What follows belongs to an exercise in optimizing a design on an open flow for small area; a production flow would make more cautious choices. In this exercise RTL edits were held to simulation tests only and were not proved equivalent to the original. Power and IR drop assume default switching activity.

[design.v]
package blowfish_pkg;
  localparam int unsigned NUM_ROUNDS = 16;
  localparam int unsigned KEY_WORDS  = 14;
  localparam logic [18*32-1:0] P_ARRAY = {
    32'h243f6a88, 32'h85a308d3, 32'h13198a2e, 32'h03707344,
    32'ha4093822, 32'h299f31d0, 32'h082efa98, 32'hec4e6c89,
    32'h452821e6, 32'h38d01377, 32'hbe5466cf, 32'h34e90c6c,
    32'hc0ac29b7, 32'hc97c50dd, 32'h3f84d5b5, 32'hb5470917,
    32'h9216d5d9, 32'h8979fb1b
  };
endpackage
module feistel_serial (
  input  logic        clk,
  input  logic        act,
  input  logic [4:0]  k,
  input  logic [31:0] x,
  output logic        f
);
  localparam logic [127:0] SboxMul = {32'h9e3779b1, 32'h85ebca6b, 32'hc2b2ae35, 32'h27d4eb2f};
  localparam logic [127:0] SboxXor = {32'h7f4a7c15, 32'h165667b1, 32'hd3a2646c, 32'hfd7046c5};
  logic [7:0] acc_q [4];
  logic [8:0] sum   [4];
  logic [3:0] s;
  logic       c1_q, c2_q;
  logic       u, w;
  always_comb begin
    for (int i = 0; i < 4; i++) begin
      sum[i] = {1'b0, acc_q[i]} + ((act && SboxMul[32*(3-i) + k]) ? {1'b0, x[31-8*i -: 8]} : 9'd0);
      s[i]   = sum[i][0] ^ (act && SboxXor[32*(3-i) + k]);
    end
    u = s[0] ^ s[1] ^ c1_q;
    w = u ^ s[2];
    f = w ^ s[3] ^ c2_q;
  end
  always_ff @(posedge clk) begin
    for (int i = 0; i < 4; i++) acc_q[i] <= sum[i][8:1];
    c1_q <= (s[0] & s[1]) | (c1_q & (s[0] ^ s[1]));
    c2_q <= (w & s[3]) | (c2_q & (w ^ s[3]));
  end
endmodule
module blowfish_dec_iter (
  input  logic         clk,
  input  logic         rst_n,
  input  logic         in_valid,
  output logic         in_ready,
  input  logic [63:0]  ct,
  input  logic [448:0] key,
  output logic         out_valid,
  input  logic         out_ready,
  output logic [63:0]  pt
);
  logic [4:0]  ph_q;
  logic [5:0]  k_q;
  logic        out_valid_q;
  logic [63:0] r_q;
  logic        swap, done, run;
  logic [4:0]  pidx;       
  logic [3:0]  slot;       
  logic [511:0] src;
  logic        dbit, pbit, mbit, fbit, in31;
  logic        unused_key_msb;
  assign unused_key_msb = key[448];
  assign swap = k_q[5];
  assign done = (ph_q == 5'd18) && (k_q == 6'd63);
  assign run  = rst_n && in_valid && !out_valid_q && !done;
  always_ff @(posedge clk) begin
    if (run) {ph_q, k_q} <= {ph_q, k_q} + 11'd1;
    else     {ph_q, k_q} <= '0;
    out_valid_q <= rst_n && ((done && in_valid) || (out_valid_q && !out_ready));
  end
  assign in_ready  = done;
  assign out_valid = out_valid_q;
  assign pt        = {r_q[31:0], r_q[63:32]};
  always_comb begin
    pidx = (ph_q == 5'd18 && swap) ? 5'd1 : 5'(5'd20 - ph_q);
    case (ph_q)
      5'd0:    slot = 4'd15;                       
      5'd1:    slot = 4'd14;                       
      default: slot = (pidx > 5'd14) ? 4'(5'd28 - pidx) : 4'(5'd13 - (pidx - 5'd1));
    endcase
  end
  assign src  = {ct, key[447:0]};
  assign dbit = src[{slot, k_q[4:0]}];
  assign pbit = blowfish_pkg::P_ARRAY[32*(5'd18 - pidx) + k_q[4:0]];
  always_comb begin
    if (!swap)              mbit = dbit ^ (pbit && ph_q >= 5'd2);
    else if (ph_q == 5'd18) mbit = dbit ^ pbit;
    else                    mbit = 1'b0;
  end
  feistel_serial u_f (
    .clk (clk),
    .act (!swap),
    .k   (k_q[4:0]),
    .x   (r_q[63:32]),
    .f   (fbit)
  );
  always_comb begin
    if (swap) in31 = r_q[32] ^ mbit;
    else      in31 = (r_q[0] && ph_q >= 5'd2) ^ (fbit && ph_q >= 5'd3) ^ mbit;
  end
  always_ff @(posedge clk) begin
    if (!out_valid_q) begin
      r_q[31:0] <= {in31, r_q[31:1]};
      if (swap) r_q[63:32] <= {r_q[0], r_q[63:33]};
    end
  end
endmodule
[constraint.sdc]
create_clock -name core_clock -period 12.5 [get_ports {clk}]
set_input_delay 2.5000 -clock core_clock [delete_from_list [all_inputs] [get_ports {clk}]]
set_output_delay 2.5000 -clock core_clock [all_outputs]
set_load 0.01 [all_outputs]
[config.mk]
export PLATFORM = sky130hd
export DESIGN_NAME = blowfish_dec_iter
export DESIGN_NICKNAME = blowfish_dec_iter
export VERILOG_FILES = /design/flow/design.v
export SDC_FILE = /design/flow/constraint.sdc
export NUM_CORES = 4
export LEC_CHECK = 0
export CAP_MARGIN = 20
export CORE_MARGIN = 2
export CORE_UTILIZATION = 40
export SLEW_MARGIN = 20
[run.sh]
#!/bin/bash
# synth_recipe.tcl (not shown) runs the flow's synth.tcl, then flattens the netlist and writes it again
# the make line also repeats each setting of config.mk as NAME=value (left out here)
make -C /OpenROAD-flow-scripts/flow DESIGN_CONFIG=/design/flow/config.mk WORK_HOME=/design/flow/orfs CLKGATE_MAP_FILE= SYNTH_SCRIPT=/design/flow/synth_recipe.tcl finish
==> results.txt <==
Initial core utilization: 41.0%
Critical path origin: k_q[1]
Delay of the slowest critical-path stage: 940 ps
Core footprint: 27100 µm²
Layout Skew: 18.2 ps
# port buffers: 581
Layout cell share with drive strength beyond 1: 9.69%
Total track usage: 35.6%
Crit share post-route: 53.2%
Dpl ws: 6060 ps
Final Max Tran Viols: 0
Outcome: no timing/DRC/antenna violations
Syn Area/Cell: 9.92 µm²
Net Sw Frac: 32.2%
Detail Placement HPWL: 43.3 mm
Number of flops mapped to enable cells by yosys: 64
Max rail drop VDD: 0.000127 V
Area Overhead vs Synth: 57.1%
Clock network power share: 18.0%
Reg2reg start: k_q[1]
Non-filler cells, final: 2022
Fin. Hold Viols: 0
Critical Path Start Type: flip-flop
Pre-antenna DRT Iters: 7
Seq. cell area: 2860 µm²
Syn_nets: 1688
CTS Sinks: 110
Layout Nets: 2205
Initial antenna violation count: 13
Slew headroom: 30.5%
CTS tree: yes
Final setup violation count: 0
Skew-Pair Late Insertion Delay: 360 ps
Final worst slack: 5850 ps
Die footprint: 29100 µm²
H-tree Lvls: 3
RSZ-0062 raised after global routing: no
Vias in the first global route: 12.2k
Setup TNS: 0 ps
Final instance area: 17400 µm²
Synth Warn #: 4
Psw: 535 µW
Sequential power share: 35.2%
Power per cell area: 95.2 nW/µm²
Post-DRT Antenna Nets: 0
CP delay by family, top: buffers and inverters
Highest attainable clock frequency: 150 MHz
WS Path Type: flip-flop to output pin
Worst hold-check path type: flip-flop to flip-flop
Worst path bufs/invs: 2
Worst-path clk slew: 80 ps
Most used DFF post-synth: edfxtp_1
Critical Path RT: 10000 ps
DRC viols: 0
Seq/Total Area, Yosys: 25.6%
Global-route wire length before repair: 76.4 mm
Yosys reg bits: 110
Num CTS Buffers: 9
I/O pin total: 583
Syn Inst Count: 1119
# placed instances: 1997
Int Power: 1.13 mW
Cell Rows: 60
Largest net degree at the start of global routing: 74
Leakage power: 6.26 nW
Multi-input logic area: 7650 µm²
Hold buffers post-CTS: 0
Vias/cell: 6.01
GP Congestion: 0.955
Placed Area: 17100 µm²
Longest Clk Path Bufs: 2
Die H: 171 µm
Critical path endpoint category: output pin
Worst EP arrival: 4150 ps
PostCTS Resize Cnt: 0
Cell at the root of the clock tree: clkbuf_16
Post-synth cell types: 79
Gate power share: 46.8%
Max Cap Violations: 0
Crit path time final: 6650 ps
Min-delay src: r_q[27]
DR WL/cell: 26.5 µm
Worst Tran Pin Value: 1030 ps
# fillers: 2309
Setup bufs post-CTS: 0
Drt total wl: 53.6 mm
Critical path cell sequence: buf_4 -> ha_1 -> nand2_1 -> nor4_1 -> clkdlybuf4s50_1
Grt ovf: 0
Worst path slowest cell: dfxtp_4
Fin util: 64.4%
DIE WIDTH: 171 µm
CP Max Fanout: 73
Synthesized area: 11100 µm²
Iteration-0 DRC Markers: 1183
Vias: 12.2k
Ys async rst share: 0%
metrics by stage:
step / power (mW) / hold WS (ps)
2_1_floorplan: 0.981 / 499
3_3_place_gp: 1.34 / 431
3_5_place_dp: 1.36 / 437
4_1_cts: 1.66 / 459
5_1_grt: 1.75 / 470
6_report: 1.66 / 456
area by class of cell:
cell class | count | share of cell area [%]
multi-input combinational | 866 | 43.8
timing repair buffer | 600 | 34.2
sequential | 110 | 16.4
tap | 372 | 2.67
clock buffer | 9 | 1.29
inverter | 49 | 1.05
clock inverter | 7 | 0.495
antenna | 9 | 0.129
cells by family (layout without fill, tap and decap cells):
logic type      Yosys count  in the layout  share of synthesized area [%]
other cells               0              9                              0
compound gates          320            320                           20.0
flops                   110            110                           25.6
buf+inv                 143            665                           5.68
mux                     174            174                           26.3
fa+ha+maj                52             52                           6.26
xor+xnor                 47             47                           3.83
simple gates            273            273                           12.4
power groups by stage:
stage / clock network [mW] / logic (mW) / registers (mW)
after floorplan: 0 / 0.386 / 0.594
after global placement: 0 / 0.750 / 0.586
after detailed placement: 0 / 0.772 / 0.590
after CTS: 0.302 / 0.777 / 0.585
after global routing: 0.315 / 0.839 / 0.596
final: 0.298 / 0.777 / 0.585
synthesized netlist by cell type, types with 40 or more instances:
cell      number  area, µm²
a22oi_1       40        300
a21oi_1       67        335
ha_1          46        576
edfxtp_1      64       1920
nand2_1       73        274
o21ai_0       53        265
clkbuf_1      41        154
inv_1         46        173
mux4_2        93       2090
nor2_1        59        221
dfxtp_1       46        921
mux2i_1       72        721
placed cells by master (no fill, tap or decap), types with 19 or more instances in the layout:
cell type and n:
nand2_1 73, nand3_1 33, and2_1 33, mux4_2 93
clkdlybuf4s50_1 581, a21o_1 19, o21ai_0 53, a21oi_1 67
ha_1 46, xnor2_1 31, dfxtp_1 41, mux2i_1 72
inv_1 46, buf_4 19, a22oi_1 40, edfxtp_1 64
nor2_1 58
flip-flops by register name, indices dropped and copies added, names as in the netlist:
register,count
k_q,6
ph_q,5
u_f.acc_q,32
u_f.c2_q,1
out_valid_q,1
u_f.c1_q,1
r_q,64
metal layers:
metal | track usage, % | share of wire (%)
met5 | 0 | 0.048
met4 | 12.7 | 3.2
met3 | 7.70 | 9.5
met2 | 61.9 | 50
met1 | 43.5 | 37
final timing paths:
check             endpoint  slack [ps]  cells past startpoint
setup reg to reg   r_q[31]        5960                     17
hold reg to reg    r_q[26]         460                      0
setup / recovery  in_ready        5850                      5
hold / removal     r_q[26]         460                      0

## separate check: timing with driven ports
Ports are ideal in the flow. The routed layout listed here was re-timed in OpenROAD. Step 1 (the two cells are an assumption about what drives the block):
set clk [get_ports {clk}]
set_driving_cell -lib_cell sky130_fd_sc_hd__clkbuf_16 $clk
set_driving_cell -lib_cell sky130_fd_sc_hd__buf_2 [delete_from_list [all_inputs] $clk]
Step 2 adds t to the input delays and takes it off the output delays; t is the mean of the earliest and latest rising clock arrival at the registers after step 1. Input paths then give back, and output paths get back, about the clock's delay inside the block. Slacks: ideal ports / drivers / drivers and shift; pairs: ideal ports / drivers.
t, ns: 0.397
setup slack, ns: 5.854 / 5.808 / 5.960
worst setup path after step 2: register to register
After both steps setup and hold are still met in this run. The setup slack of this run moves by -0.046 ns with the drivers and by +0.106 ns with both steps.
